Background: an optimization exercise with open tools, aiming at small area and a short achievable clock period. Do not read the settings as production practice. Function was checked by simulation only, so behaviour that the tests miss may differ from the original. Power is estimated from default activity; no workload was simulated.

<file path="config.mk">
export PLATFORM = sky130hd
export DESIGN_NAME = sync_fifo_param
export DESIGN_NICKNAME = sync_fifo_param
export VERILOG_FILES = /design/flow/design.v
export SDC_FILE = /design/flow/constraint.sdc
export NUM_CORES = 4
export LEC_CHECK = 0
export CAP_MARGIN = 20
export CORE_MARGIN = 2
export CORE_UTILIZATION = 50
export CTS_CLUSTER_DIAMETER = 100
export CTS_CLUSTER_SIZE = 25
export SETUP_SLACK_MARGIN = 1.9
export SLEW_MARGIN = 20
export SYNTH_HIERARCHICAL = 1
</file>
<file path="constraint.sdc">
create_clock -name core_clock -period 4.0 [get_ports {sys_clk}]
set_input_delay 0.8000 -clock core_clock [delete_from_list [all_inputs] [get_ports {sys_clk}]]
set_output_delay 0.8000 -clock core_clock [all_outputs]
set_load 0.01 [all_outputs]
</file>
<file path="design.v">
package fifo_pkg;
    localparam int DEF_DATA_W = 8;
    localparam int DEF_ADDR_W = 8;
    localparam int FIFO_STD  = 0;
    localparam int FIFO_FWFT = 1;
    function automatic int clog2(input int value);
        int r;
        r = 0;
        while ((1 << r) < value) begin
            r = r + 1;
        end
        clog2 = r;
    endfunction
endpackage
module fifo_slot_mux
#(
    parameter int DATA_W = fifo_pkg::DEF_DATA_W
) (
    input  logic [DATA_W-1:0] hd,
    input  logic [DATA_W-1:0] sh,
    input  logic [DATA_W-1:0] ld,
    input  logic [DATA_W-1:0] q,
    input  logic [DATA_W-1:0] n,
    input  logic [DATA_W-1:0] x,
    output logic [DATA_W-1:0] y
);
    assign y = ~((hd & q) | (sh & n) | (ld & x));
endmodule
module fifo_slot_free (
    input  logic le_hi,
    input  logic ne_hi,
    input  logic le_lo,
    output logic free
);
    assign free = le_hi & (ne_hi | le_lo);
endmodule
module fifo_slot_ctl (
    input  logic free0,
    input  logic free1,
    input  logic rd,
    input  logic rd_n,
    output logic hd,
    output logic sh
);
    assign hd = ~(free0 | rd);
    assign sh = ~(free1 | rd_n);
endmodule
module fifo_slot_ld (
    input  logic free0,
    input  logic free1,
    input  logic rd,
    output logic ld
);
    assign ld = free0 | (free1 & rd);
endmodule
module sync_fifo_param
#(
    parameter int DATA_W    = fifo_pkg::DEF_DATA_W,
    parameter int ADDR_W    = fifo_pkg::DEF_ADDR_W,
    parameter int AF_THRESH = (1 << ADDR_W) - 2,
    parameter int AE_THRESH = 2
) (
    input  logic              sys_clk,
    input  logic              sys_rst,
    input  logic              wr_en,
    input  logic [DATA_W-1:0] din,
    input  logic              rd_en,
    output logic [DATA_W-1:0] dout,
    output logic              full,
    output logic              empty,
    output logic              almost_full,
    output logic              almost_empty,
    output logic [ADDR_W:0]   data_count,
    output logic              overflow,
    output logic              underflow
);
    localparam int CW    = ADDR_W + 1;
    localparam int DEPTH = 1 << ADDR_W;
    localparam logic [ADDR_W:0] DEPTH_C = CW'(DEPTH);
    localparam logic [ADDR_W:0] AF_C    = CW'(AF_THRESH);
    localparam logic [ADDR_W:0] AE_C    = CW'(AE_THRESH);
    logic            wr_acc;
    logic            rd_acc;
    logic            inc;
    logic            dec;
    logic            phase;          
    logic [ADDR_W:0] ncount;         
    logic            nfull;          
    logic            empty_i;        
    logic            empty_q;        
    logic            aempty_q;       
    logic [ADDR_W:0] count;
    logic [15:0]     le_hi;          
    logic [15:0]     ne_hi;          
    logic [14:0]     le_lo;          
    assign count = ~ncount;
    assign wr_acc = wr_en & nfull;
    assign rd_acc = rd_en & ~empty_i;
    assign inc    = wr_acc & ~rd_acc;
    assign dec    = rd_acc & ~wr_acc;
    logic [DATA_W*(DEPTH+1)-1:0] q;
    logic [DATA_W*DEPTH-1:0]     d;
    logic [DATA_W-1:0]           x;
    logic [DEPTH:0]              free;    
    assign q[DATA_W*(DEPTH+1)-1 -: DATA_W] = '0;
    assign x = din ^ {DATA_W{phase}};
    genvar i;
    generate
        for (i = 0; i < DEPTH; i++) begin : g_free
            fifo_slot_free u_free (
                .le_hi (le_hi[i/16]),
                .ne_hi (ne_hi[i/16]),
                .le_lo ((i % 16 == 15) ? 1'b1 : le_lo[(i % 16 == 15) ? 0 : i % 16]),
                .free  (free[i])
            );
        end
        assign free[DEPTH] = 1'b1;
        for (i = 0; i < DEPTH; i++) begin : g_slot
            logic hd, sh, ld;
            fifo_slot_ctl u_ctl (
                .free0 (free[i]),
                .free1 (free[i+1]),
                .rd    (rd_en),
                .rd_n  (~rd_en),
                .hd    (hd),
                .sh    (sh)
            );
            fifo_slot_ld u_ld (
                .free0 (free[i]),
                .free1 (free[i+1]),
                .rd    (rd_en),
                .ld    (ld)
            );
            fifo_slot_mux #(.DATA_W(DATA_W)) u_mux (
                .hd ({DATA_W{hd}}),
                .sh ({DATA_W{sh}}),
                .ld ({DATA_W{ld}}),
                .q  (q[DATA_W*i +: DATA_W]),
                .n  (q[DATA_W*(i+1) +: DATA_W]),
                .x  (x),
                .y  (d[DATA_W*i +: DATA_W])
            );
        end
    endgenerate
    always_ff @(posedge sys_clk) begin
        q[DATA_W*DEPTH-1:0] <= d;
    end
    logic [ADDR_W:0] count_up, count_dn, count_next;
    logic            full_next, empty_next, af_next, ae_next;
    assign count_up = count + CW'(1);
    assign count_dn = count - CW'(1);
    always_comb begin
        if (inc) begin
            count_next = count_up;
            full_next  = (count_up == DEPTH_C);
            empty_next = 1'b0;
            af_next    = (count_up >= AF_C);
            ae_next    = (count_up <= AE_C);
        end else if (dec) begin
            count_next = count_dn;
            full_next  = 1'b0;
            empty_next = (count_dn == '0);
            af_next    = (count_dn >= AF_C);
            ae_next    = (count_dn <= AE_C);
        end else begin
            count_next = count;
            full_next  = (count == DEPTH_C);
            empty_next = (count == '0);
            af_next    = (count >= AF_C);
            ae_next    = (count <= AE_C);
        end
    end
    logic [15:0] le_hi_next, ne_hi_next, le_hi_up, ne_hi_up, le_hi_dn, ne_hi_dn;
    logic [14:0] le_lo_next, le_lo_up, le_lo_dn;
    logic        lo15, lo0;
    assign lo15 = ~le_lo[14];
    assign lo0  = le_lo[0];
    always_comb begin
        le_lo_up[0] = lo15;
        for (int b = 1; b < 15; b++) begin
            le_lo_up[b] = le_lo[b-1] | lo15;
        end
        for (int b = 0; b < 14; b++) begin
            le_lo_dn[b] = le_lo[b+1] & ~lo0;
        end
        le_lo_dn[14] = ~lo0;
        le_hi_up[0] = lo15 ? 1'b0 : le_hi[0];
        ne_hi_up[0] = lo15 ? 1'b1 : ne_hi[0];
        for (int a = 1; a < 16; a++) begin
            le_hi_up[a] = lo15 ? le_hi[a-1] : le_hi[a];
            ne_hi_up[a] = lo15 ? ne_hi[a-1] : ne_hi[a];
        end
        for (int a = 0; a < 15; a++) begin
            le_hi_dn[a] = lo0 ? le_hi[a+1] : le_hi[a];
            ne_hi_dn[a] = lo0 ? ne_hi[a+1] : ne_hi[a];
        end
        le_hi_dn[15] = lo0 ? 1'b1  : le_hi[15];
        ne_hi_dn[15] = lo0 ? nfull : ne_hi[15];
        if (inc) begin
            le_hi_next = le_hi_up;
            ne_hi_next = ne_hi_up;
            le_lo_next = le_lo_up;
        end else if (dec) begin
            le_hi_next = le_hi_dn;
            ne_hi_next = ne_hi_dn;
            le_lo_next = le_lo_dn;
        end else begin
            le_hi_next = le_hi;
            ne_hi_next = ne_hi;
            le_lo_next = le_lo;
        end
    end
    assign empty        = ~empty_q;
    assign almost_empty = ~aempty_q;
    always_ff @(posedge sys_clk or posedge sys_rst) begin
        if (sys_rst) begin
            le_hi        <= '1;
            ne_hi        <= 16'hfffe;
            le_lo        <= '1;
            phase        <= 1'b0;
            ncount       <= '1;
            nfull        <= 1'b1;
            empty_i      <= 1'b1;
            data_count   <= '0;
            full         <= 1'b0;
            empty_q      <= 1'b0;
            almost_full  <= 1'b0;
            aempty_q     <= 1'b0;
            overflow     <= 1'b0;
            underflow    <= 1'b0;
            dout         <= '0;
        end else begin
            le_hi        <= le_hi_next;
            ne_hi        <= ne_hi_next;
            le_lo        <= le_lo_next;
            phase        <= ~phase;
            ncount       <= ~count_next;
            nfull        <= ~full_next;
            empty_i      <= empty_next;
            data_count   <= count_next;
            full         <= full_next;
            empty_q      <= ~empty_next;
            almost_full  <= af_next;
            aempty_q     <= ~ae_next;
            overflow     <= wr_en & ~nfull;
            underflow    <= rd_en & empty_i;
            if (rd_acc) begin
                dout <= q[DATA_W-1:0] ^ {DATA_W{phase}};
            end
        end
    end
endmodule
</file>
<file path="run.sh">
#!/bin/bash
# synth_recipe.tcl (not shown) runs the flow's synth.tcl, then flattens the netlist and writes it again
# the make line also repeats each setting of config.mk as NAME=value (left out here)
make -C /OpenROAD-flow-scripts/flow DESIGN_CONFIG=/design/flow/config.mk WORK_HOME=/design/flow/orfs CLKGATE_MAP_FILE= SYNTH_SCRIPT=/design/flow/synth_recipe.tcl finish
</file>
==> metrics.cfg, run 1 <==
[status]
status = no timing/DRC/antenna violations

[timing]
finalCritPeriodShare_pct = 55.62
finalSetupTns_ns = 0
setup_viol = 0
tightest_slew_ns = 1.017
skew_ns = 0.04296
hold_violations = 0
slew_violations = 0
fin_hold_ws_ns = 0.3686
fmax_ghz = 0.4495
relSlewSlack_pct = 32.22
rsz0062_at_grt = yes
fin_crit_ns = 2.225

[final_layout]
final_cell_mix = a222oi_1, dfxtp_1, nor2_1, o21a_1, a21o_1
nets = 5832
drive_above_1_share_pct = 6.357
num_antenna_cells = 0
area_delta_synth_final_pct = 10.09

[global_route]
grt_pass1_vias = 55889
grt_pass1_wl_mm = 322.8
antenna_found_initial = 2
grt_overflow = 0
grt_max_degree = 175
grt_use_total_pct = 26.80

[cts]
path_clk_slew_ns = 0.11
cts_buffers = 95
clkLatencyLatePin_ns = 0.76
tritoncts = done
ctsHoldBuffers = 0
cts_buffer_depth = 3
clockRootBuffer = clkbuf_16
cts.sinks = 2130
htreeDepth = 3

[power]
pwr-share-clk_pct = 15.4
finalPower_mw = 72.15
leakagePower_nw = 31.33
p_sw_mw = 26.73
p_sw_share_pct = 37.05
peakVddDrop_uv = 500.5
comb_power_share_pct = 30.4
powerDensity_nw_per_um2 = 915.1
internal_power_mw = 45.42
seqPwrFrac_pct = 54.2

[yosys]
synth_area_um2 = 71620
synth-seq-cells = 2130
synth_cells = 5553
synthFlopType = dfxtp_1
yosys_warnings = 7
synth_seq_area_share_pct = 60.21
synth_edf_count = 0
async_flop_share_pct = 3.850
syn_area_per_cell_um2 = 12.90
yosysUniqueCellTypes = 56

[routing]
drtIter0Drc = 14250
dr.pass1.iters = 14
drcViolationCount = 0
wl_per_cell_um = 27.01
vias_per_cell = 7.651
vias = 59112
routed_wl_mm = 208.7
antenna_left = 0

[worst_setup_path]
r2r-start = ncount[1]$_DFF_PP1_
critPathKind = flip-flop to output pin
crit_end = almost_empty
r2r_slack_ns = 1.85
cp-startpoint = aempty_q$_DFF_PP0_
reg2reg_depth = 6
startpoint_type = flip-flop
crit_path_end_kind = output pin
worstPathRequired_ns = 3.20
r2r-end = aempty_q$_DFF_PP0_
arrival_ns = 1.42
cp_max_fo = 1

[placed_design]
io_buffers = 34
routabilityCongestion = 0.8120
place_hpwl_mm = 128.8

[hold_path]
holdCritPathClass = input port to async pin

[die]
die_y_um = 382.5
io_pins = 35
die_area_um2 = 146300
die_x_um = 382.5
start_util_pct = 50.46
row_count = 138
coreArea_um2 = 141900

[run]
max_cap_violations = 0

==> synth_stat cells, types with 5 or more instances <==
| cell type | instances | area, um^2 |
|---|---|---|
| o21ai_0 | 20 | 100.1 |
| nor2b_1 | 16 | 100.1 |
| xor2_1 | 15 | 131.4 |
| nand2b_1 | 7 | 43.79 |
| inv_1 | 19 | 71.32 |
| dfxtp_1 | 2048 | 41000 |
| clkbuf_1 | 16 | 60.06 |
| clkbuf_8 | 6 | 82.58 |
| ha_1 | 8 | 100.1 |
| nand3_1 | 6 | 30.03 |
| nand2_1 | 22 | 82.58 |
| a222oi_1 | 2048 | 20500 |
| dfrtp_1 | 25 | 625.6 |
| xnor2_1 | 15 | 131.4 |
| mux2i_1 | 30 | 300.3 |
| o21a_1 | 257 | 1929 |
| a21o_1 | 256 | 1922 |
| nor2_1 | 557 | 2091 |
| dfstp_2 | 57 | 1498 |
| a21oi_1 | 47 | 235.2 |
| a22oi_1 | 13 | 97.59 |
| nor3_1 | 5 | 25.02 |
==> area by class of cell <==
type	instances	area, um^2
Fill cell	12041	63090
Sequential cell	2130	43200
Multi-Input combinational cell	3395	28550
Clock buffer	118	2549
Tap cell	1890	2365
Timing Repair Buffer	171	2043
Inverter	19	77.57
Clock inverter	3	52.55
==> layer usage <==
layer	vias to the layer above	share of wire, %	GRT usage (%)
met1	30085	45	38.13
met4	2	2.0	6.372
met3	216	6.8	3.337
met5	-	0.0062	0
li1	26500	-	-
met2	2309	46	43.35
==> registers in the layout (all words and copies together), names as in the netlist, 8 cells and up <==
register	cells
le_hi	16
data_count	9
dout	8
le_lo	15
ne_hi	16
ncount	9
q	2048
==> per-stage QoR <==
stage               utilization, %  instances  worst slack, ns  instance area (um^2)
finish                       55.55       7726            1.775                 78840
floorplan                        -       5577          -0.4059                 71870
global placement             53.12       7546           0.7946                 75390
global route                 55.55       7726            1.733                 78840
CTS                          55.25       7698            1.715                 78420
detailed placement           53.12       7546           0.7869                 75390
==> how the worst min path moves through the flow <==
| stage | from | to | slack (ns) | cells after the start |
|---|---|---|---|---|
| floorplan | q[1014]$_DFF_P_ | q[1006]$_DFF_P_ | 0.42 | 1 |
| global placement | q[1126]$_DFF_P_ | q[1118]$_DFF_P_ | 0.42 | 1 |
| detailed placement | q[1054]$_DFF_P_ | q[1046]$_DFF_P_ | 0.43 | 1 |
| CTS | sys_rst | data_count[7]$_DFF_PP0_ | 0.33 | 2 |
| global route | sys_rst | data_count[7]$_DFF_PP0_ | 0.35 | 2 |
| finish | sys_rst | data_count[7]$_DFF_PP0_ | 0.37 | 2 |
==> modules after synthesis (local to each module, per instance), excerpt <==
module / flip-flops and latches / copies in the design / cells inside
fifo_slot_free: 0 / 256 / 1
fifo_slot_ld: 0 / 256 / 1
sync_fifo_param: 2130 / 1 / 2481
fifo_slot_ctl: 0 / 256 / 2
==> what timing repair did <==
item                                     CTS  global route
endpoints found under the setup margin  2057           589
pin swaps                                  2            12
setup buffers                             31            25
resized for setup                        158            33
cloned                                     0             3
hold endpoints to repair                   0             0
==> kinds of logic (layout without fill, tap and decap cells) <==
kind of cell | count (synthesis) | in the layout | share of synthesized area (%)
AOI/OAI and AO/OA | 2663 | 2663 | 34.87
xor gates and xnor gates | 30 | 30 | 0.3669
adders and majority gates | 8 | 8 | 0.1398
buffers and inverters | 52 | 311 | 0.4106
DFF | 2130 | 2130 | 60.21
muxes | 31 | 31 | 0.4350
other | 2 | 26 | 0.01049
and+or+nand+nor | 637 | 637 | 3.555
==> power groups by stage <==
stage                     Combinational (mW)  Clock (mW)  Sequential, mW
after global routing                    24.2        12.1            40.1
after CTS                               21.3        11.4            39.1
after floorplan                         16.4           0            36.4
after detailed placement                20.7           0            39.7
after global placement                  20.1           0            39.7
final                                   21.9        11.1            39.1
==> worst max-delay path, cell delays in order, from the launching register on <==
cell and delay [ns]:
dfrtp_2 0.49, inv_2 0.08, buf_6 0.09
==> run 2: changes to the inputs <==
--- a/design.v
+++ b/design.v
@@ -48,8 +48,7 @@
 module fifo_slot_ld (
-    input  logic free0,
-    input  logic free1,
-    input  logic rd,
+    input  logic hd,
+    input  logic sh,
     output logic ld
 );
-    assign ld = free0 | (free1 & rd);
+    assign ld = ~(hd | sh);
 endmodule
@@ -128,6 +127,5 @@
             fifo_slot_ld u_ld (
-                .free0 (free[i]),
-                .free1 (free[i+1]),
-                .rd    (rd_en),
-                .ld    (ld)
+                .hd (hd),
+                .sh (sh),
+                .ld (ld)
             );
==> metrics.cfg, run 2 <==
[power]
leakagePower_nw = 30.71  ; was 31.33 nW
finalPower_mw = 76.18  ; was 72.15 mW
peakVddDrop_uv = 487.3  ; was 500.5 uV
powerDensity_nw_per_um2 = 952.0  ; was 915.1 nW/um^2

[die]
row_count = 137  ; was 138
coreArea_um2 = 139900  ; was 141,900 um^2
die_y_um = 379.9  ; was 382.5 um
die_area_um2 = 144300  ; was 146,300 um^2
start_util_pct = 50.52  ; was 50.46%
die_x_um = 379.9  ; was 382.5 um
io_pins = 35  ; unchanged

[global_route]
grt_use_total_pct = 26.89  ; was 26.80%
grt_pass1_wl_mm = 319.8  ; was 322.8 mm
grt_overflow = 0  ; unchanged
antenna_found_initial = 3  ; was 2
grt_pass1_vias = 54106  ; was 55,889
grt_max_degree = 135  ; was 175

[cts]
htreeDepth = 3  ; unchanged
clkLatencyLatePin_ns = 0.75  ; was 0.76 ns
cts_buffers = 95  ; unchanged
path_clk_slew_ns = 0.09  ; was 0.11 ns
cts_buffer_depth = 3  ; unchanged
clockRootBuffer = clkbuf_16  ; unchanged
ctsHoldBuffers = 0  ; unchanged
cts.sinks = 2130  ; unchanged
tritoncts = done  ; unchanged

[worst_setup_path]
path_common_cell = buf_12
cp_max_fo = 95  ; was 1
crit_path_end_kind = flip-flop  ; was output pin
r2r-start = le_lo[14]$_DFFE_PP1P_  ; was ncount[1]$_DFF_PP1_
cp-startpoint = rd_en  ; was aempty_q$_DFF_PP0_
worstPathRequired_ns = 4.62  ; was 3.20 ns
reg2reg_depth = 5  ; was 6
r2r-end = q[1390]$_DFF_P_  ; was aempty_q$_DFF_PP0_
path_depth = 7  ; was 2
crit_path_top_delay_cell = nor2_1  ; was dfrtp_2
max_stage_delay_ns = 0.58  ; was 0.49 ns
crit_family = buffers and inverters  ; was flip-flops
critPathKind = input port to flip-flop  ; was flip-flop to output pin
arrival_ns = 2.83  ; was 1.42 ns
path_buf_inv = 4  ; was 2
startpoint_type = input port  ; was flip-flop
r2r_slack_ns = 1.87  ; was 1.85 ns
cp_cell_sequence = buf_8, clkinvlp_4, buf_12, buf_12, nor2_1, nor2_2, a222oi_1  ; was inv_2, buf_6
crit_end = q[1518]$_DFF_P_  ; was almost_empty

[yosys]
synth_seq_area_share_pct = 61.03  ; was 60.21%
synth_area_um2 = 70660  ; was 71,620 um^2
synth_area_leaders = dfxtp_1, a222oi_1, nor2_1, o21a_1, dfstp_2  ; was dfxtp_1, a222oi_1, nor2_1, o21a_1, a21o_1
ys_top_cells_by_count = a222oi_1, dfxtp_1, nor2_1, o21a_1, dfstp_2  ; was a222oi_1, dfxtp_1, nor2_1, o21a_1, a21o_1
synth_top_area_share_pct = 58.03  ; was 57.25%
synthFlopType = dfxtp_1  ; unchanged
async_flop_share_pct = 3.850  ; unchanged
yosysUniqueCellTypes = 55  ; was 56
synth-seq-cells = 2130  ; unchanged
syn_area_per_cell_um2 = 12.72  ; was 12.90 um^2
yosys_warnings = 7  ; unchanged
synth_top_cell_by_area = dfxtp_1  ; unchanged
synth_edf_count = 0  ; unchanged
synth_cells = 5553  ; unchanged

[status]
status = no timing/DRC/antenna violations  ; unchanged

[timing]
fin_hold_ws_ns = 0.4375  ; was 0.3686 ns
setup_viol = 0  ; unchanged
finalCritPeriodShare_pct = 55.18  ; was 55.62%
setup_slack_ns = 1.793  ; was 1.775 ns
hold_violations = 0  ; unchanged
slew_violations = 0  ; unchanged
fin_crit_ns = 2.207  ; was 2.225 ns
fmax_ghz = 0.4530  ; was 0.4495 GHz
rsz0062_at_grt = yes  ; unchanged
skew_ns = 0.03950  ; was 0.04296 ns
finalSetupTns_ns = 0  ; unchanged
relSlewSlack_pct = 36.04  ; was 32.22%
tightest_slew_ns = 0.9594  ; was 1.017 ns

[final_layout]
instances_no_fill = 7728  ; was 7,726
largest_reg_flops = 2048  ; unchanged
top_register = q  ; unchanged
reg_top3 = q x2048, le_hi x16, ne_hi x16  ; unchanged
final_cell_mix = a222oi_1, dfxtp_1, nor2_2, o21a_1, nor2_1  ; was a222oi_1, dfxtp_1, nor2_1, o21a_1, a21o_1
area_delta_synth_final_pct = 13.25  ; was 10.09%
drive_above_1_share_pct = 16.85  ; was 6.357%
nets = 5851  ; was 5,832
fillers = 11890  ; was 12,041
num_antenna_cells = 0  ; unchanged

[placed_design]
place_hpwl_mm = 124.0  ; was 128.8 mm
place_ws_ns = 0.7775  ; was 0.7869 ns
routabilityCongestion = 0.8093  ; was 0.8120
dp.cells = 7548  ; was 7,546
io_buffers = 34  ; unchanged

[routing]
wl_per_cell_um = 26.98  ; was 27.01 um
routed_wl_mm = 208.5  ; was 208.7 mm
vias = 58367  ; was 59,112
vias_per_cell = 7.553  ; was 7.651
antenna_left = 0  ; unchanged
dr.pass1.iters = 15  ; was 14
drcViolationCount = 0  ; unchanged
drtIter0Drc = 13606  ; was 14,250

[run]
max_cap_violations = 0  ; unchanged

[hold_path]
holdCritPathClass = flip-flop to flip-flop  ; was input port to async pin

[run 2: cell types whose count changed in the layout (fill, tap and decap cells not counted), moves of 5 or more]
cell / before / now
buf_4: 68 / 78
nor2_1: 555 / 203
nor2_4: 0 / 66
a21o_1: 256 / 0
nor2_2: 2 / 544
buf_16: 1 / 9
buf_6: 39 / 13
buf_2: 6 / 21
dfrtp_2: 11 / 1
buf_12: 44 / 49
dfrtp_1: 13 / 23
[run 2: cell families after synthesis]
kind of cell,count (synthesis),share of synthesized area (%)
other,2,0.01063
adders and majority gates,8,0.1417
and+or+nand+nor,893,4.964
AOI/OAI and AO/OA,2407,32.63
DFF,2130,61.03
xor gates and xnor gates,30,0.3719
buffers and inverters,52,0.4161
muxes,31,0.4409
[run 2: per-layer routing]
layer | wire (um) | global-route usage, % | vias up
li1 | - | - | 26320
met1 | 92790 | 38.71 | 29413
met2 | 95950 | 43.25 | 2388
met3 | 15020 | 3.152 | 242
met4 | 4712 | 6.180 | 4
met5 | 34 | 0 | -
[run 2: final cells by class]
| type | count | area (um^2) | share of cell area [%] |
|---|---|---|---|
| Clock inverter | 4 | 46.29 | 0.05785 |
| Timing Repair Buffer | 191 | 2404 | 3.004 |
| Tap cell | 1876 | 2347 | 2.933 |
| Clock buffer | 114 | 2534 | 3.166 |
| Multi-Input combinational cell | 3394 | 29420 | 36.77 |
| Inverter | 19 | 80.08 | 0.1001 |
| Sequential cell | 2130 | 43190 | 53.97 |
[run 2: worst min path at each step]
stage,slack (ns),startpoint,cells past startpoint,endpoint
after global routing,0.44,rd_en,2,underflow$_DFF_PP0_
after floorplan,0.42,q[1014]$_DFF_P_,1,q[1006]$_DFF_P_
after global placement,0.42,q[110]$_DFF_P_,1,q[102]$_DFF_P_
after detailed placement,0.43,q[94]$_DFF_P_,1,q[86]$_DFF_P_
final,0.44,q[110]$_DFF_P_,1,q[102]$_DFF_P_
after CTS,0.42,rd_en,2,underflow$_DFF_PP0_
[run 2: metrics by stage]
step / utilization [%] / instance area (um^2)
after floorplan: - / 71200
after global placement: 53.49 / 74810
after detailed placement: 53.49 / 74810
after CTS: 56.23 / 78650
after global routing: 57.21 / 80020
final: 57.21 / 80020
[run 2: report_power, final]
| group | internal (mW) | switching [mW] |
|---|---|---|
| clock network | 4.50 | 6.54 |
| registers | 32.8 | 8.21 |
| logic | 10.3 | 13.8 |
[run 2: per-module statistics from Yosys, one instance, submodules excluded, a selection]
module,flops+latches,area (um^2)
fifo_slot_ctl,0,7.507
fifo_slot_free,0,7.507
fifo_slot_ld,0,3.754
sync_fifo_param,2130,45350
[run 2: repair_timing]
action / 4_1_cts / 5_1_grt
buffers inserted: 37 / 18
gates cloned: 3 / 4
endpoints found under the setup margin: 2087 / 1448
gates resized for setup: 365 / 358
pin swaps: 4 / 12
==> run 3: changes to the inputs <==
--- a/design.v
+++ b/design.v
@@ -48,7 +48,8 @@
 module fifo_slot_ld (
-    input  logic hd,
-    input  logic sh,
+    input  logic free0,
+    input  logic free1,
+    input  logic rd,
     output logic ld
 );
-    assign ld = ~(hd | sh);
+    assign ld = free0 | (free1 & rd);
 endmodule
@@ -127,5 +128,6 @@
             fifo_slot_ld u_ld (
-                .hd (hd),
-                .sh (sh),
-                .ld (ld)
+                .free0 (free[i]),
+                .free1 (free[i+1]),
+                .rd    (rd_en),
+                .ld    (ld)
             );
@@ -152,6 +154,6 @@
             count_next = count_up;
-            full_next  = (count_up == DEPTH_C);
+            full_next  = (count == DEPTH_C - CW'(1));
             empty_next = 1'b0;
-            af_next    = (count_up >= AF_C);
-            ae_next    = (count_up <= AE_C);
+            af_next    = (count >= AF_C - CW'(1));
+            ae_next    = (count <= AE_C - CW'(1));
         end else if (dec) begin
@@ -159,5 +161,5 @@
             full_next  = 1'b0;
-            empty_next = (count_dn == '0);
-            af_next    = (count_dn >= AF_C);
-            ae_next    = (count_dn <= AE_C);
+            empty_next = (count == CW'(1));
+            af_next    = (count >= AF_C + CW'(1));
+            ae_next    = (count <= AE_C + CW'(1));
         end else begin
==> metrics.cfg, run 3 <==
[die]
die_y_um = 381.4  ; was 379.9 um
die_x_um = 381.4  ; was 379.9 um
row_count = 138  ; was 137
die_area_um2 = 145400  ; was 144,300 um^2
coreArea_um2 = 141400  ; was 139,900 um^2
start_util_pct = 50.35  ; was 50.52%
io_pins = 35  ; unchanged

[yosys]
synth-seq-cells = 2130  ; unchanged
synth_seq_area_share_pct = 60.56  ; was 61.03%
synthFlopType = dfxtp_1  ; unchanged
async_flop_share_pct = 3.850  ; unchanged
synth_top_cell_by_area = dfxtp_1  ; unchanged
synth_cells = 5500  ; was 5,553
yosysUniqueCellTypes = 39  ; was 55
synth_area_um2 = 71210  ; was 70,660 um^2
yosys_warnings = 7  ; unchanged
synth_edf_count = 0  ; unchanged
syn_area_per_cell_um2 = 12.95  ; was 12.72 um^2
synth_area_leaders = dfxtp_1, a222oi_1, nor2_1, a21o_1, o21a_1  ; was dfxtp_1, a222oi_1, nor2_1, o21a_1, dfstp_2
ys_top_cells_by_count = a222oi_1, dfxtp_1, nor2_1, a21o_1, o21a_1  ; was a222oi_1, dfxtp_1, nor2_1, o21a_1, dfstp_2
synth_top_area_share_pct = 57.58  ; was 58.03%

[cts]
htreeDepth = 3  ; unchanged
tritoncts = done  ; unchanged
ctsHoldBuffers = 0  ; unchanged
clockRootBuffer = clkbuf_16  ; unchanged
cts_buffer_depth = 3  ; unchanged
path_clk_slew_ns = 0.10  ; was 0.09 ns
cts_buffers = 95  ; unchanged
clkLatencyLatePin_ns = 0.73  ; was 0.75 ns
cts.sinks = 2130  ; unchanged

[final_layout]
largest_reg_flops = 2048  ; unchanged
final_util_pct = 55.32  ; was 57.21%
nets = 5780  ; was 5,851
instances_no_fill = 7664  ; was 7,728
reg_top3 = q x2048, le_hi x16, ne_hi x16  ; unchanged
final_cell_mix = a222oi_1, dfxtp_1, nor2_1, a21o_1, o21a_1  ; was a222oi_1, dfxtp_1, nor2_2, o21a_1, nor2_1
num_antenna_cells = 0  ; unchanged
area_delta_synth_final_pct = 9.859  ; was 13.25%
top_register = q  ; unchanged
drive_above_1_share_pct = 5.940  ; was 16.85%

[worst_setup_path]
critPathKind = flip-flop to output pin  ; was input port to flip-flop
r2r_slack_ns = 1.95  ; was 1.87 ns
crit_path_end_kind = output pin  ; was flip-flop
max_stage_delay_ns = 0.41  ; was 0.58 ns
r2r-start = phase$_DFF_PP0_  ; was le_lo[14]$_DFFE_PP1P_
crit_end = almost_empty  ; was q[1518]$_DFF_P_
cp_cell_sequence = inv_2, buf_6  ; was buf_8, clkinvlp_4, buf_12, buf_12, nor2_1, nor2_2, a222oi_1
cp-startpoint = aempty_q$_DFF_PP0_  ; was rd_en
r2r-end = q[1615]$_DFF_P_  ; was q[1390]$_DFF_P_
worstPathRequired_ns = 3.20  ; was 4.62 ns
arrival_ns = 1.41  ; was 2.83 ns
crit_path_top_delay_cell = dfrtp_1  ; was nor2_1
reg2reg_depth = 4  ; was 5
cp_max_fo = 1  ; was 95
startpoint_type = flip-flop  ; was input port

[timing]
tightest_slew_ns = 0.8632  ; was 0.9594 ns
skew_ns = 0.03159  ; was 0.03950 ns
hold_violations = 0  ; unchanged
setup_viol = 0  ; unchanged
fmax_ghz = 0.4534  ; was 0.4530 GHz
slew_violations = 0  ; unchanged
fin_hold_ws_ns = 0.4342  ; was 0.4375 ns
fin_crit_ns = 2.206  ; was 2.207 ns
relSlewSlack_pct = 42.45  ; was 36.04%
setup_slack_ns = 1.794  ; was 1.793 ns
rsz0062_at_grt = yes  ; unchanged
finalCritPeriodShare_pct = 55.14  ; was 55.18%

[global_route]
grt_pass1_vias = 54916  ; was 54,106
antenna_found_initial = 1  ; was 3
grt_overflow = 0  ; unchanged
grt_pass1_wl_mm = 323.0  ; was 319.8 mm
grt_max_degree = 157  ; was 135
grt_use_total_pct = 26.97  ; was 26.89%

[placed_design]
dp.cells = 7492  ; was 7,548
place_ws_ns = 0.6399  ; was 0.7775 ns
place_hpwl_mm = 124.0  ; about the same
routabilityCongestion = 0.7769  ; was 0.8093
io_buffers = 34  ; unchanged

[power]
peakVddDrop_uv = 514.8  ; was 487.3 uV
finalPower_mw = 67.20  ; was 76.18 mW
leakagePower_nw = 31.12  ; was 30.71 nW
powerDensity_nw_per_um2 = 859.1  ; was 952.0 nW/um^2

[status]
status = no timing/DRC/antenna violations  ; unchanged

[routing]
routed_wl_mm = 207.6  ; was 208.5 mm
vias = 58692  ; was 58,367
vias_per_cell = 7.658  ; was 7.553
drcViolationCount = 0  ; unchanged
antenna_left = 0  ; unchanged
dr.pass1.iters = 12  ; was 15
wl_per_cell_um = 27.09  ; was 26.98 um
drtIter0Drc = 14012  ; was 13,606

[run]
max_cap_violations = 0  ; unchanged

[hold_path]
holdCritPathClass = flip-flop to flip-flop  ; unchanged

[run 3: worst max-delay path: cells and delay by family, from the launching register on]
kind,cells,cell delay [ns]
flops,1,0.41
buf+inv,2,0.27
[run 3: power breakdown]
part,total [mW],leakage [nW],switching [mW],internal [mW]
sequential,37.4,18.2,6.71,30.7
combinational,18.9,11.7,11.1,7.88
clock,10.9,1.22,6.47,4.40
total,67.2,31.1,24.2,43.0
[run 3: metal layers]
layer	global-route usage, %	share of wire [%]	up-vias
li1	-	-	26288
met1	38.93	45	29738
met2	43.36	46	2467
met3	2.987	7.2	199
met4	6.280	1.8	0
met5	0	0	-
[run 3: cells by family after synthesis]
kind of cell	count (synthesis)	share of synthesized area [%]
buffers and inverters	40	0.2355
DFF	2130	60.56
AOI/OAI and AO/OA	2647	34.89
xor gates and xnor gates	28	0.3444
muxes	32	0.4533
adders and majority gates	8	0.1406
and+or+nand+nor	613	3.370
other	2	0.01055
[run 3: repair_timing]
item / 4_1_cts / 5_1_grt
cloned: 1 / 1
endpoints found under the setup margin: 2091 / 329
pin swaps: 4 / 2
gates resized for setup: 125 / 28
setup buffers: 39 / 20
[run 3: cell type report]
type	instances	area, um^2
Clock buffer	110	2476
Clock inverter	1	20.02
Fill cell	12024	63190
Inverter	16	68.82
Multi-Input combinational cell	3354	28240
Sequential cell	2130	43180
Tap cell	1890	2365
Timing Repair Buffer	163	1883
[run 3: worst min path at each step]
stage,startpoint,endpoint,slack [ns],depth (start not counted)
6_report,q[1454]$_DFF_P_,q[1446]$_DFF_P_,0.43,1
5_1_grt,sys_rst,aempty_q$_DFF_PP0_,0.45,2
4_1_cts,sys_rst,overflow$_DFF_PP0_,0.41,2
3_5_place_dp,q[1998]$_DFF_P_,q[1990]$_DFF_P_,0.43,1
3_3_place_gp,q[294]$_DFF_P_,q[286]$_DFF_P_,0.42,1
2_1_floorplan,q[1014]$_DFF_P_,q[1006]$_DFF_P_,0.42,1
[run 3: modules after synthesis (local to each module, per instance), excerpt]
module | cells inside | copies in the design | cell area [um^2] | flops+latches
fifo_slot_free | 1 | 256 | 7.507 | 0
fifo_slot_ctl | 2 | 256 | 7.507 | 0
sync_fifo_param | 2428 | 1 | 44940 | 2130
fifo_slot_ld | 1 | 256 | 7.507 | 0
[run 3: per-stage QoR]
step | area (um^2) | setup TNS (ns)
6_report | 78230 | 0
3_5_place_dp | 74930 | 0
3_3_place_gp | 74930 | 0
4_1_cts | 77910 | 0
2_1_floorplan | 71460 | -803.22
5_1_grt | 78230 | 0
==> run 4: changes to the inputs <==
==> flow/run.sh (new file) <==
#!/bin/bash
# Layout of the design: the standard flow, with one change: the input
# and output ports get plain buffers (buf_4) instead of the delay cells
# that buffer_ports picks by default. Everything else, synthesis included,
# is the standard flow's. The whole output goes to flow_standard.log here;
# ORFS keeps each step's own log under orfs/logs/.
set -euo pipefail
export BUFFER_PORTS_ARGS="-buffer_cell sky130_fd_sc_hd__buf_4"
bash standard.sh > flow_standard.log 2>&1
==> standard.sh (new file) <==
#!/bin/bash
# synth_recipe.tcl (not shown) runs the flow's synth.tcl, then flattens the netlist and writes it again
# the make line also repeats each setting of config.mk as NAME=value (left out here)
make -C /OpenROAD-flow-scripts/flow DESIGN_CONFIG=/design/flow/config.mk WORK_HOME=/design/flow/orfs CLKGATE_MAP_FILE= SYNTH_SCRIPT=/design/flow/synth_recipe.tcl "${@:-finish}"
removed: run.sh
==> metrics.cfg, run 4 <==
[routing]
antenna_left = 0  ; unchanged
vias_per_cell = 7.659  ; was 7.658
drcViolationCount = 0  ; unchanged
vias = 58907  ; was 58,692
dr.pass1.iters = 13  ; was 12
drtIter0Drc = 14039  ; was 14,012
wl_per_cell_um = 27.41  ; was 27.09 um
routed_wl_mm = 210.8  ; was 207.6 mm

[worst_setup_path]
reg2reg_depth = 8  ; was 4
arrival_ns = 1.39  ; was 1.41 ns
r2r_slack_ns = 1.94  ; was 1.95 ns
crit_path_end_kind = output pin  ; unchanged
r2r-start = empty_i$_DFF_PP1_  ; was phase$_DFF_PP0_
cp_max_fo = 1  ; unchanged
r2r-end = full$_DFF_PP0_  ; was q[1615]$_DFF_P_
critPathKind = flip-flop to output pin  ; unchanged
worstPathRequired_ns = 3.20  ; about the same
startpoint_type = flip-flop  ; unchanged

[yosys]
synth_cells = 5500  ; unchanged
yosys_warnings = 7  ; unchanged
synth_top_cell_by_area = dfxtp_1  ; unchanged
async_flop_share_pct = 3.850  ; unchanged
syn_area_per_cell_um2 = 12.95  ; unchanged
synth_area_leaders = dfxtp_1, a222oi_1, nor2_1, a21o_1, o21a_1  ; unchanged
yosysUniqueCellTypes = 39  ; unchanged
synth_edf_count = 0  ; unchanged
synthFlopType = dfxtp_1  ; unchanged
synth_top_area_share_pct = 57.58  ; unchanged
ys_top_cells_by_count = a222oi_1, dfxtp_1, nor2_1, a21o_1, o21a_1  ; unchanged
synth_seq_area_share_pct = 60.56  ; unchanged
synth_area_um2 = 71210  ; unchanged
synth-seq-cells = 2130  ; unchanged

[timing]
skew_ns = 0.03447  ; was 0.03159 ns
slew_violations = 0  ; unchanged
relSlewSlack_pct = 35.70  ; was 42.45%
rsz0062_at_grt = yes  ; unchanged
finalCritPeriodShare_pct = 54.64  ; was 55.14%
setup_viol = 0  ; unchanged
fmax_ghz = 0.4575  ; was 0.4534 GHz
setup_slack_ns = 1.814  ; was 1.794 ns
hold_violations = 0  ; unchanged
tightest_slew_ns = 0.9645  ; was 0.8632 ns
fin_hold_ws_ns = 0.1662  ; was 0.4342 ns
fin_crit_ns = 2.186  ; was 2.206 ns

[die]
die_area_um2 = 145400  ; unchanged
row_count = 138  ; unchanged
die_x_um = 381.4  ; unchanged
coreArea_um2 = 141400  ; unchanged
die_y_um = 381.4  ; unchanged
io_pins = 35  ; unchanged
start_util_pct = 50.35  ; unchanged

[status]
status = no timing/DRC/antenna violations  ; unchanged

[global_route]
grt_use_total_pct = 27.08  ; was 26.97%
grtUsageMet1_pct = 37.90  ; was 38.93%
grt_pass1_vias = 55306  ; was 54,916
grt_max_degree = 148  ; was 157
antenna_found_initial = 3  ; was 1
grt-busiest-layer = met2  ; unchanged
grt_pass1_wl_mm = 322.6  ; was 323.0 mm
use_met2_pct = 43.45  ; was 43.36%
met3_usage_pct = 3.921  ; was 2.987%
grt_overflow = 0  ; unchanged

[cts]
path_clk_slew_ns = 0.10  ; about the same
cts.sinks = 2130  ; unchanged
clkLatencyLatePin_ns = 0.73  ; about the same
tritoncts = done  ; unchanged
htreeDepth = 3  ; unchanged
cts_buffers = 95  ; unchanged
clockRootBuffer = clkbuf_16  ; unchanged
cts_buffer_depth = 3  ; unchanged

[final_layout]
final_cell_mix = a222oi_1, dfxtp_1, nor2_1, a21o_1, o21a_1  ; unchanged
top_register = q  ; unchanged
final_util_pct = 55.59  ; was 55.32%
nets = 5802  ; was 5,780
drive_above_1_share_pct = 6.278  ; was 5.940%
largest_reg_flops = 2048  ; unchanged
reg_top3 = q x2048, le_hi x16, ne_hi x16  ; unchanged
area_delta_synth_final_pct = 10.40  ; was 9.859%

[power]
leakagePower_nw = 31.33  ; was 31.12 nW
peakVddDrop_uv = 470.8  ; was 514.8 uV
powerDensity_nw_per_um2 = 856.5  ; was 859.1 nW/um^2

[placed_design]
place_hpwl_mm = 125.6  ; was 124.0 mm
io_buffers = 34  ; unchanged
routabilityCongestion = 0.8153  ; was 0.7769
place_ws_ns = 0.9273  ; was 0.6399 ns

[hold_path]
holdCritPathClass = input port to async pin  ; was flip-flop to flip-flop

[run]
max_cap_violations = 0  ; unchanged

run 4: cell counts after synthesis:
Identical to the previous run, type by type.
run 4: worst max-delay path: stages, from the launching register on:
cell and delay [ns]:
dfrtp_1 0.40, inv_2 0.13, buf_6 0.12
run 4: report_power, final:
part,switching (mW),internal [mW]
registers,6.67,30.7
logic,11.1,7.98
clock network,6.50,4.41
total,24.2,43.1
run 4: worst max path at each step:
stage | cells after the start | start | slack, ns | to
finish | 2 | empty_q$_DFF_PP0_ | 1.81 | empty
global placement | 8 | rd_en | 0.95 | le_lo[1]$_DFFE_PP1P_
CTS | 2 | empty_q$_DFF_PP0_ | 1.75 | empty
detailed placement | 8 | rd_en | 0.93 | le_lo[1]$_DFFE_PP1P_
floorplan | 3 | rd_en | -0.41 | q[0]$_DFF_P_
global route | 2 | aempty_q$_DFF_PP0_ | 1.77 | almost_empty
run 4: routing by layer:
metal  vias up  part of all wire (%)
met5         -                     0
met2      2449                    46
met3       259                   7.4
met4         0                   2.5
met1     29845                    44
li1      26354                     -
run 4: what timing repair did:
| action | 4_1_cts | 5_1_grt |
|---|---|---|
| cloned | 3 | 5 |
| setup endpoints to repair | 2081 | 526 |
| pin swaps | 5 | 4 |
| hold buffers | 0 | 0 |
| resized for setup | 59 | 19 |
| buffers inserted | 42 | 15 |
run 4: cell type report:
type,count,area (um^2)
clock inverters,1,20.02
repair buffers,184,2267
inverters,16,66.31
well taps,1890,2365
clock buffers,112,2484
diodes,3,7.507
flip-flops and latches,2130,43180
multi-input cells,3355,28220
fillers,11940,62800
run 4: cell families (layout without fill, tap and decap cells):
logic type               Yosys count  in the layout  synth area share, %
flip-flops                      2130           2130                60.56
AND/OR/NAND/NOR                  613            613                3.370
multiplexers                      32             32               0.4533
adder cells (fa/ha/maj)            8              8               0.1406
buffers and inverters             40            313               0.2355
XOR/XNOR                          28             28               0.3444
other                              2             29              0.01055
AO/OA/AOI/OAI                   2647           2648                34.89
run 4: through the flow:
stage / TNS, ns / area [um^2] / std cells / power [mW]
after floorplan: -803.22 / 71460 / 5524 / 48.78
after global placement: 0 / 75070 / 7510 / 55.21
after detailed placement: 0 / 75070 / 7510 / 55.73
after CTS: 0 / 78320 / 7668 / 67.08
after global routing: 0 / 78600 / 7688 / 71.13
final: 0 / 78610 / 7691 / 67.32
run 4: Yosys stat by module (local to each module, per instance), excerpt:
module / copies in the design / cell area (um^2) / cells
fifo_slot_ctl: 256 / 7.507 / 2
fifo_slot_free: 256 / 7.507 / 1
fifo_slot_ld: 256 / 7.507 / 1
sync_fifo_param: 1 / 44940 / 2428
==> run 5: changes to the inputs <==
--- a/design.v
+++ b/design.v
@@ -48,8 +48,7 @@
 module fifo_slot_ld (
-    input  logic free0,
-    input  logic free1,
-    input  logic rd,
+    input  logic hd,
+    input  logic sh,
     output logic ld
 );
-    assign ld = free0 | (free1 & rd);
+    assign ld = ~(hd | sh);
 endmodule
@@ -128,6 +127,5 @@
             fifo_slot_ld u_ld (
-                .free0 (free[i]),
-                .free1 (free[i+1]),
-                .rd    (rd_en),
-                .ld    (ld)
+                .hd (hd),
+                .sh (sh),
+                .ld (ld)
             );
@@ -154,6 +152,6 @@
             count_next = count_up;
-            full_next  = (count == DEPTH_C - CW'(1));
+            full_next  = (count_up == DEPTH_C);
             empty_next = 1'b0;
-            af_next    = (count >= AF_C - CW'(1));
-            ae_next    = (count <= AE_C - CW'(1));
+            af_next    = (count_up >= AF_C);
+            ae_next    = (count_up <= AE_C);
         end else if (dec) begin
@@ -161,5 +159,5 @@
             full_next  = 1'b0;
-            empty_next = (count == CW'(1));
-            af_next    = (count >= AF_C + CW'(1));
-            ae_next    = (count <= AE_C + CW'(1));
+            empty_next = (count_dn == '0);
+            af_next    = (count_dn >= AF_C);
+            ae_next    = (count_dn <= AE_C);
         end else begin
==> flow/run.sh (replaced) <==
#!/bin/bash
# Layout of the design: the standard flow, with one step added after
# placement: flow/pull_out_regs.tcl moves the registers that drive output
# ports next to the ports' buffers and legalizes the placement again.
# Everything else, synthesis included, is the standard flow's. Each part's
# output goes to a log file of its own here; ORFS keeps each step's own log
# under orfs/logs/.
set -euo pipefail
bash standard.sh place > flow_place.log 2>&1
res=orfs/results/$FLOW_PLATFORM/sync_fifo_param/base
PLATFORM_DIR=$FLOW_HOME/platforms/$FLOW_PLATFORM PLACE_ODB=$res/3_place.odb \
  openroad -no_init -exit flow/pull_out_regs.tcl > flow_pull_out_regs.log 2>&1
bash standard.sh finish > flow_finish.log 2>&1
==> flow/pull_out_regs.tcl (new file) <==
# After placement: move each register (and an inverter between it and the
# port buffer, if there is one) that drives an output port's buffer next
# to that buffer, then legalize. The output paths are the slowest paths of
# this design, and the registers otherwise sit far from their port.
set plat $::env(PLATFORM_DIR)
read_lef $plat/lef/sky130_fd_sc_hd.tlef
read_lef $plat/lef/sky130_fd_sc_hd_merged.lef
read_liberty $plat/lib/sky130_fd_sc_hd__tt_025C_1v80.lib
read_db $::env(PLACE_ODB)
set block [ord::get_db_block]

proc driver_inst {net} {
  foreach it [$net getITerms] {
    if {[$it isOutputSignal]} { return [$it getInst] }
  }
  return ""
}
proc input_net {inst} {
  foreach it [$inst getITerms] {
    if {[$it isInputSignal] && [$it getNet] != "NULL"} {
      set n [$it getNet]
      if {[$n getSigType] == "SIGNAL"} { return $n }
    }
  }
  return ""
}

set moved 0
foreach bt [$block getBTerms] {
  if {[$bt getIoType] != "OUTPUT"} continue
  set buf [driver_inst [$bt getNet]]
  if {$buf == ""} continue
  set loc [$buf getLocation]
  set src [driver_inst [input_net $buf]]
  for {set k 0} {$k < 2 && $src != ""} {incr k} {
    set m [[$src getMaster] getName]
    if {[$src isFixed]} break
    $src setLocation [lindex $loc 0] [lindex $loc 1]
    incr moved
    puts "moved $m [$src getName] to $loc"
    if {[string match "*__df*" $m]} break
    if {![string match "*__inv*" $m]} break
    set src [driver_inst [input_net $src]]
  }
}
puts "moved $moved instances"
detailed_placement
check_placement -verbose
write_db $::env(PLACE_ODB)
==> metrics.cfg, run 5 <==
[final_layout]
instances_no_fill = 7731  ; was 7,691
reg_top3 = q x2048, le_hi x16, ne_hi x16  ; unchanged
final_cell_mix = a222oi_1, dfxtp_1, nor2_2, o21a_1, nor2_1  ; was a222oi_1, dfxtp_1, nor2_1, a21o_1, o21a_1
drive_above_1_share_pct = 16.02  ; was 6.278%
design_area_um2 = 79770  ; was 78,610 um^2
largest_reg_flops = 2048  ; unchanged
top_register = q  ; unchanged
nets = 5854  ; was 5,802
area_delta_synth_final_pct = 12.90  ; was 10.40%

[timing]
fin_crit_ns = 2.214  ; was 2.186 ns
finalCritPeriodShare_pct = 55.34  ; was 54.64%
fmax_ghz = 0.4517  ; was 0.4575 GHz
relSlewSlack_pct = 34.00  ; was 35.70%
skew_ns = 0.02761  ; was 0.03447 ns
rsz0062_at_grt = yes  ; unchanged
slew_violations = 0  ; unchanged
tightest_slew_ns = 0.9900  ; was 0.9645 ns
hold_violations = 0  ; unchanged
setup_viol = 0  ; unchanged

[cts]
htreeDepth = 3  ; unchanged
cts.sinks = 2130  ; unchanged
ctsHoldBuffers = 0  ; unchanged
path_clk_slew_ns = 0.10  ; about the same
tritoncts = done  ; unchanged
clockRootBuffer = clkbuf_16  ; unchanged
cts_buffer_depth = 3  ; unchanged
cts_buffers = 95  ; unchanged
clkLatencyLatePin_ns = 0.72  ; was 0.73 ns

[worst_setup_path]
startpoint_type = input port  ; was flip-flop
crit_path_end_kind = flip-flop  ; was output pin
max_stage_delay_ns = 0.59  ; was 0.40 ns
cp_cell_sequence = buf_8, clkinvlp_4, buf_12, buf_12, nor2_1, nor2_2, a222oi_1  ; was inv_2, buf_6
worstPathRequired_ns = 4.62  ; was 3.20 ns
arrival_ns = 2.83  ; was 1.39 ns
critPathKind = input port to flip-flop  ; was flip-flop to output pin
cp_max_fo = 95  ; was 1
crit_family = simple AND/OR/NAND/NOR gates  ; was flip-flops
path_buf_inv = 4  ; was 2
crit_path_top_delay_cell = nor2_1  ; was dfrtp_1
path_common_cell = buf_12

[global_route]
grt_max_degree = 135  ; was 148
grt_pass1_vias = 54279  ; was 55,306
grtUsageMet1_pct = 38.83  ; was 37.90%
grt_overflow = 0  ; unchanged
grt_use_total_pct = 26.84  ; was 27.08%
grt-busiest-layer = met2  ; unchanged
use_met2_pct = 43.12  ; was 43.45%
met3_usage_pct = 2.748  ; was 3.921%
grt_pass1_wl_mm = 320.0  ; was 322.6 mm
antenna_found_initial = 6  ; was 3

[die]
die_area_um2 = 144300  ; was 145,400 um^2
die_y_um = 379.9  ; was 381.4 um
coreArea_um2 = 139900  ; was 141,400 um^2
io_pins = 35  ; unchanged
start_util_pct = 50.52  ; was 50.35%
die_x_um = 379.9  ; was 381.4 um
row_count = 137  ; was 138

[hold_path]
holdCritPathClass = flip-flop to flip-flop  ; was input port to async pin

[placed_design]
placed_area_um2 = 74810  ; was 75,070 um^2
place_hpwl_mm = 124.0  ; was 125.6 mm
dp.cells = 7548  ; was 7,510
routabilityCongestion = 0.8093  ; was 0.8153
io_buffers = 34  ; unchanged

[routing]
dr.pass1.iters = 12  ; was 13
routed_wl_mm = 206.2  ; was 210.8 mm
vias = 58287  ; was 58,907
vias_per_cell = 7.539  ; was 7.659
drtIter0Drc = 13450  ; was 14,039
antenna_left = 0  ; unchanged
drcViolationCount = 0  ; unchanged
wl_per_cell_um = 26.67  ; was 27.41 um

[yosys]
yosys_warnings = 7  ; unchanged
synth_seq_area_share_pct = 61.03  ; was 60.56%
synth_top_area_share_pct = 58.03  ; was 57.58%
synth_area_um2 = 70660  ; was 71,210 um^2
yosysUniqueCellTypes = 55  ; was 39
synthFlopType = dfxtp_1  ; unchanged
synth_edf_count = 0  ; unchanged
async_flop_share_pct = 3.850  ; unchanged
synth_area_leaders = dfxtp_1, a222oi_1, nor2_1, o21a_1, dfstp_2  ; was dfxtp_1, a222oi_1, nor2_1, a21o_1, o21a_1
ys_top_cells_by_count = a222oi_1, dfxtp_1, nor2_1, o21a_1, dfstp_2  ; was a222oi_1, dfxtp_1, nor2_1, a21o_1, o21a_1
synth-seq-cells = 2130  ; unchanged
synth_cells = 5553  ; was 5,500
synth_top_cell_by_area = dfxtp_1  ; unchanged
syn_area_per_cell_um2 = 12.72  ; was 12.95 um^2

[status]
status = no timing/DRC/antenna violations  ; unchanged

[run]
max_cap_violations = 0  ; unchanged

[power]
peakVddDrop_uv = 424.6  ; was 470.8 uV
powerDensity_nw_per_um2 = 951.2  ; was 856.5 nW/um^2
leakagePower_nw = 30.68  ; was 31.33 nW

## run 5: changes by cell type after synthesis, moves of 3 or more
cell / previous run / this run
a21o_1: 257 / 0
a32oi_1: 0 / 3
and3_1: 0 / 4
buf_2: 8 / 4
buf_6: 1 / 4
clkbuf_8: 0 / 6
inv_1: 16 / 19
nand2b_1: 10 / 7
nand3_1: 0 / 6
nor2_1: 553 / 813
## run 5: logic make-up after synthesis
family | share of synthesized area [%]
xor+xnor | 0.3719
flops | 61.03
other cells | 0.01063
buf+inv | 0.4161
mux | 0.4409
simple gates | 4.964
compound gates | 32.63
fa+ha+maj | 0.1417
## run 5: metrics by stage
step	worst slack [ns]	util, %	hold slack, ns	TNS [ns]	power [mW]
after CTS	1.871	56.11	0.4418	0	74.83
after detailed placement	0.7775	53.49	0.4280	0	63.23
after global routing	1.692	57.03	0.4550	0	80.54
after global placement	0.8280	53.49	0.4234	0	62.45
after floorplan	-0.6149	-	0.4157	-1104.04	55.29
final	1.786	57.03	0.4355	0	75.88
## run 5: path summary, 6_finish.rpt
kind | startpoint | to | slack, ns | cells after the start
worst max register to register | le_lo[9]$_DFFE_PP1P_ | q[966]$_DFF_P_ | 1.85 | 5
worst min-delay path | q[838]$_DFF_P_ | q[830]$_DFF_P_ | 0.44 | 1
max in group asynchronous | sys_rst | phase$_DFF_PP0_ | 2.59 | 3
worst max-delay path | rd_en | q[1534]$_DFF_P_ | 1.79 | 7
worst min register to register | q[838]$_DFF_P_ | q[830]$_DFF_P_ | 0.44 | 1
min in group asynchronous | sys_rst | data_count[4]$_DFF_PP0_ | 0.62 | 2
## run 5: Yosys stat by module, one instance, submodules excluded, a selection
| module | copies in the design | flip-flops and latches | cells |
|---|---|---|---|
| fifo_slot_free | 256 | 0 | 1 |
| sync_fifo_param | 1 | 2130 | 2481 |
| fifo_slot_ld | 256 | 0 | 1 |
| fifo_slot_ctl | 256 | 0 | 2 |
## run 5: report_power, final
group	switching (mW)	total, mW	internal (mW)
combinational	13.8	24.0	10.2
sequential	8.14	41.0	32.8
clock	6.45	10.9	4.49
total	28.4	75.9	47.5
## run 5: layout make-up
type / instances / area, um^2
Fill cell: 11938 / 60100
Sequential cell: 2130 / 43180
Multi-Input combinational cell: 3394 / 29250
Clock buffer: 115 / 2495
Timing Repair Buffer: 194 / 2374
Tap cell: 1876 / 2347
Inverter: 19 / 77.57
Clock inverter: 2 / 46.29
Antenna cell: 1 / 2.502
## run 5: routing by layer
metal | up-vias | share of wire (%) | wire, um
met5 | - | 0.0097 | 20
met4 | 2 | 2.0 | 4173
met3 | 235 | 7.4 | 15260
met2 | 2432 | 46 | 95170
met1 | 29338 | 44 | 91570
li1 | 26280 | - | -
## run 5: repair_timing
item	CTS	global route
pin swaps	5	10
resized for setup	321	337
setup endpoints to repair	2093	1559
buffers inserted	41	18
cloned	3	3
==> run 6: changes to the inputs <==
--- a/design.v
+++ b/design.v
@@ -48,7 +48,8 @@
 module fifo_slot_ld (
-    input  logic hd,
-    input  logic sh,
+    input  logic free0,
+    input  logic free1,
+    input  logic rd,
     output logic ld
 );
-    assign ld = ~(hd | sh);
+    assign ld = free0 | (free1 & rd);
 endmodule
@@ -127,5 +128,6 @@
             fifo_slot_ld u_ld (
-                .hd (hd),
-                .sh (sh),
-                .ld (ld)
+                .free0 (free[i]),
+                .free1 (free[i+1]),
+                .rd    (rd_en),
+                .ld    (ld)
             );
--- a/config.mk
+++ b/config.mk
@@ -12,3 +12,3 @@
 export CTS_CLUSTER_SIZE = 25
-export SETUP_SLACK_MARGIN = 1.9
+export SETUP_SLACK_MARGIN = 2.0
 export SLEW_MARGIN = 20
==> metrics.cfg, run 6 <==
[final_layout]
top_register = q  ; unchanged
multi_input_area_um2 = 28710  ; was 29,250 um^2
final_cell_mix = a222oi_1, dfxtp_1, nor2_1, o21a_1, a21o_1  ; was a222oi_1, dfxtp_1, nor2_2, o21a_1, nor2_1
largest_reg_flops = 2048  ; unchanged
area_delta_synth_final_pct = 10.99  ; was 12.90%
sequential_cell_area_um2 = 43200  ; was 43,180 um^2
reg_top3 = q x2048, le_hi x16, ne_hi x16  ; unchanged
drive_above_1_share_pct = 7.109  ; was 16.02%
nets = 5871  ; was 5,854
fillers = 11983  ; was 11,938

[run]
max_cap_violations = 0  ; unchanged

[timing]
tightest_slew_ns = 1.021  ; was 0.9900 ns
fin_crit_ns = 2.480  ; was 2.214 ns
setup_slack_ns = 1.520  ; was 1.786 ns
setup_viol = 0  ; unchanged
skew_ns = 0.03081  ; was 0.02761 ns
finalSetupTns_ns = 0  ; unchanged
slew_violations = 0  ; unchanged
hold_violations = 0  ; unchanged
fmax_ghz = 0.4033  ; was 0.4517 GHz
rsz0062_at_grt = yes  ; unchanged
relSlewSlack_pct = 31.93  ; was 34.00%
finalCritPeriodShare_pct = 62.00  ; was 55.34%

[cts]
clkLatencyLatePin_ns = 0.75  ; was 0.72 ns
clockRootBuffer = clkbuf_16  ; unchanged
tritoncts = done  ; unchanged
htreeDepth = 3  ; unchanged
path_clk_slew_ns = 0.11  ; was 0.10 ns
cts_buffer_depth = 3  ; unchanged
cts_buffers = 95  ; unchanged
cts.sinks = 2130  ; unchanged

[power]
peakVddDrop_uv = 467.1  ; was 424.6 uV
leakagePower_nw = 31.65  ; was 30.68 nW
pwr-share-clk_pct = 15.3  ; was 14.4%
comb_power_share_pct = 31.0  ; was 31.6%
internal_power_mw = 45.66  ; was 47.52 mW
p_sw_mw = 26.91  ; was 28.36 mW
seqPwrFrac_pct = 53.7  ; was 54.0%
powerDensity_nw_per_um2 = 912.9  ; was 951.2 nW/um^2
p_sw_share_pct = 37.08  ; was 37.37%

[die]
row_count = 138  ; was 137
die_x_um = 382.5  ; was 379.9 um
start_util_pct = 50.46  ; was 50.52%
coreArea_um2 = 141900  ; was 139,900 um^2
die_y_um = 382.5  ; was 379.9 um
die_area_um2 = 146300  ; was 144,300 um^2
io_pins = 35  ; unchanged

[placed_design]
routabilityCongestion = 0.8120  ; was 0.8093
io_buffers = 34  ; unchanged
place_ws_ns = 0.7869  ; was 0.7775 ns
place_hpwl_mm = 128.8  ; was 124.0 mm

[yosys]
synth_area_um2 = 71620  ; was 70,660 um^2
synth_area_leaders = dfxtp_1, a222oi_1, nor2_1, o21a_1, a21o_1  ; was dfxtp_1, a222oi_1, nor2_1, o21a_1, dfstp_2
synth_edf_count = 0  ; unchanged
synth_seq_area_share_pct = 60.21  ; was 61.03%
synth_top_cell_by_area = dfxtp_1  ; unchanged
synth-seq-cells = 2130  ; unchanged
async_flop_share_pct = 3.850  ; unchanged
yosys_warnings = 7  ; unchanged
synthFlopType = dfxtp_1  ; unchanged
yosysUniqueCellTypes = 56  ; was 55
synth_top_area_share_pct = 57.25  ; was 58.03%
syn_area_per_cell_um2 = 12.90  ; was 12.72 um^2
ys_top_cells_by_count = a222oi_1, dfxtp_1, nor2_1, o21a_1, a21o_1  ; was a222oi_1, dfxtp_1, nor2_1, o21a_1, dfstp_2
synth_cells = 5553  ; unchanged

[global_route]
grt_pass1_wl_mm = 324.3  ; was 320.0 mm
grt_overflow = 0  ; unchanged
grt_max_degree = 175  ; was 135
grt_pass1_vias = 55887  ; was 54,279
grt_use_total_pct = 26.99  ; was 26.84%
antenna_found_initial = 4  ; was 6

[routing]
dr.pass1.iters = 15  ; was 12
vias = 59453  ; was 58,287
drcViolationCount = 0  ; unchanged
vias_per_cell = 7.649  ; was 7.539
drtIter0Drc = 14188  ; was 13,450
wl_per_cell_um = 27.23  ; was 26.67 um
antenna_left = 0  ; unchanged
routed_wl_mm = 211.7  ; was 206.2 mm

[worst_setup_path]
worstPathRequired_ns = 4.57  ; was 4.62 ns
crit_path_end_kind = flip-flop  ; unchanged
cp_max_fo = 6  ; was 95
cp-startpoint = ncount[0]$_DFF_PP1_  ; was rd_en
critPathKind = flip-flop to flip-flop  ; was input port to flip-flop
startpoint_type = flip-flop  ; was input port
r2r-start = ncount[0]$_DFF_PP1_  ; was le_lo[9]$_DFFE_PP1P_
arrival_ns = 3.05  ; was 2.83 ns

[hold_path]
holdCritPathClass = input port to async pin  ; was flip-flop to flip-flop

[status]
status = no timing/DRC/antenna violations  ; unchanged

run 6: cell types whose count changed after synthesis:
cell    before  now
a21o_1       0  256
nor2_1     813  557
run 6: metrics by stage:
step,instances,hold slack (ns),util [%],power (mW),cell area [um^2]
3_3_place_gp,7546,0.4233,53.12,59.74,75390
2_1_floorplan,5577,0.4157,-,52.77,71870
6_report,7773,0.3701,56.01,72.57,79490
4_1_cts,7734,0.3310,55.56,72.01,78860
3_5_place_dp,7546,0.4264,53.12,60.44,75390
5_1_grt,7771,0.3408,56.00,76.76,79490
run 6: final timing paths:
path                       slack, ns                 endpoint  cells past startpoint
max                             1.52    almost_full$_DFF_PP0_                      5
min                             0.37  data_count[8]$_DFF_PP0_                      2
max reg2reg                     1.52    almost_full$_DFF_PP0_                      5
min reg2reg                     0.43          q[1270]$_DFF_P_                      1
max in group asynchronous       2.82    ne_hi[13]$_DFFE_PP1P_                      3
min in group core_clock         0.43          q[1270]$_DFF_P_                      1
run 6: power groups by stage:
| stage | sequential, mW | clock, mW | combinational, mW |
|---|---|---|---|
| floorplan | 36.4 | 0 | 16.4 |
| global placement | 39.7 | 0 | 20.1 |
| detailed placement | 39.7 | 0 | 20.7 |
| CTS | 38.7 | 11.4 | 21.9 |
| global route | 40.0 | 12.1 | 24.7 |
| finish | 39.0 | 11.1 | 22.5 |
run 6: layout make-up:
class / instances / area share [%]
flip-flops and latches: 2130 / 54.35
diodes: 3 / 0.009444
clock inverters: 3 / 0.06611
multi-input cells: 3395 / 36.12
clock buffers: 123 / 3.230
well taps: 1890 / 2.975
repair buffers: 210 / 3.157
inverters: 19 / 0.09759
run 6: cells by family after synthesis:
logic type	share of synthesized area (%)
simple gates	3.555
other cells	0.01049
compound gates	34.87
buf+inv	0.4106
fa+ha+maj	0.1398
xor+xnor	0.3669
flops	60.21
mux	0.4350
run 6: what timing repair did:
item | in CTS | in global routing
buffers inserted | 61 | 27
gates resized for setup | 176 | 52
endpoints found under the setup margin | 2128 | 314
gates cloned | 1 | 9
pin swaps | 10 | 11
hold buffers | 0 | 0
run 6: routing by layer:
layer | track usage [%] | vias to the layer above | routed length, um
li1 | - | 26564 | -
met1 | 38.48 | 30187 | 93890
met2 | 43.49 | 2457 | 97550
met3 | 3.143 | 243 | 15110
met4 | 6.934 | 2 | 5106
met5 | 0 | - | 10
run 6: critical path, cell delays in order (launching register included):
cell	delay [ns]
dfstp_2	0.63
and3_4	0.21
nor3b_4	0.23
xor2_1	0.12
or4_1	0.48
o211ai_1	0.61
run 6: Yosys stat by module (local to each module, per instance), excerpt:
| module | flops+latches | cells |
|---|---|---|
| fifo_slot_ld | 0 | 1 |
| fifo_slot_free | 0 | 1 |
| sync_fifo_param | 2130 | 2481 |
| fifo_slot_ctl | 0 | 2 |

## separate check: timing with driven ports
Ports are ideal in the flow. The routed layouts listed here were re-timed in OpenROAD. Step 1 assumes that a clkbuf_16 drives the clock port and a buf_2 every other input. Step 2 moves the port delays by t, midway between the first and last clock arrival at a register: inputs arrive t later, outputs are due t later. That takes back most of the time a late clock gives input paths. Three values: ideal ports, drivers, drivers and shift; two values: the first two.
| run | t (ns) | setup slack, ns | hold slack, ns | worst data-port slew with drivers (ns) | pins driven straight from the clock port |
|---|---|---|---|---|---|
| run 1 | 0.824 | 1.775 / 1.691 / 1.047 | 0.369 / 0.322 / 0.436 | 0.05 | 1 |
| run 2 | 0.813 | 1.793 / 1.766 / 0.990 | 0.438 / 0.438 / 0.438 | 0.07 | 1 |
| run 3 | 0.796 | 1.794 / 1.712 / 1.139 | 0.434 / 0.382 / 0.434 | 0.06 | 1 |
| run 4 | 0.794 | 1.814 / 1.738 / 1.308 | 0.166 / 0.113 / 0.431 | 0.05 | 1 |
| run 5 | 0.790 | 1.786 / 1.797 / 1.007 | 0.436 / 0.436 / 0.436 | 0.07 | 1 |
| run 6 | 0.819 | 1.520 / 1.520 / 0.960 | 0.370 / 0.324 / 0.432 | 0.05 | 1 |
After both steps every run listed still meets setup and hold. The setup slack of run 2, which loses most, moves by -0.027 ns with the drivers and by -0.803 ns with both steps.
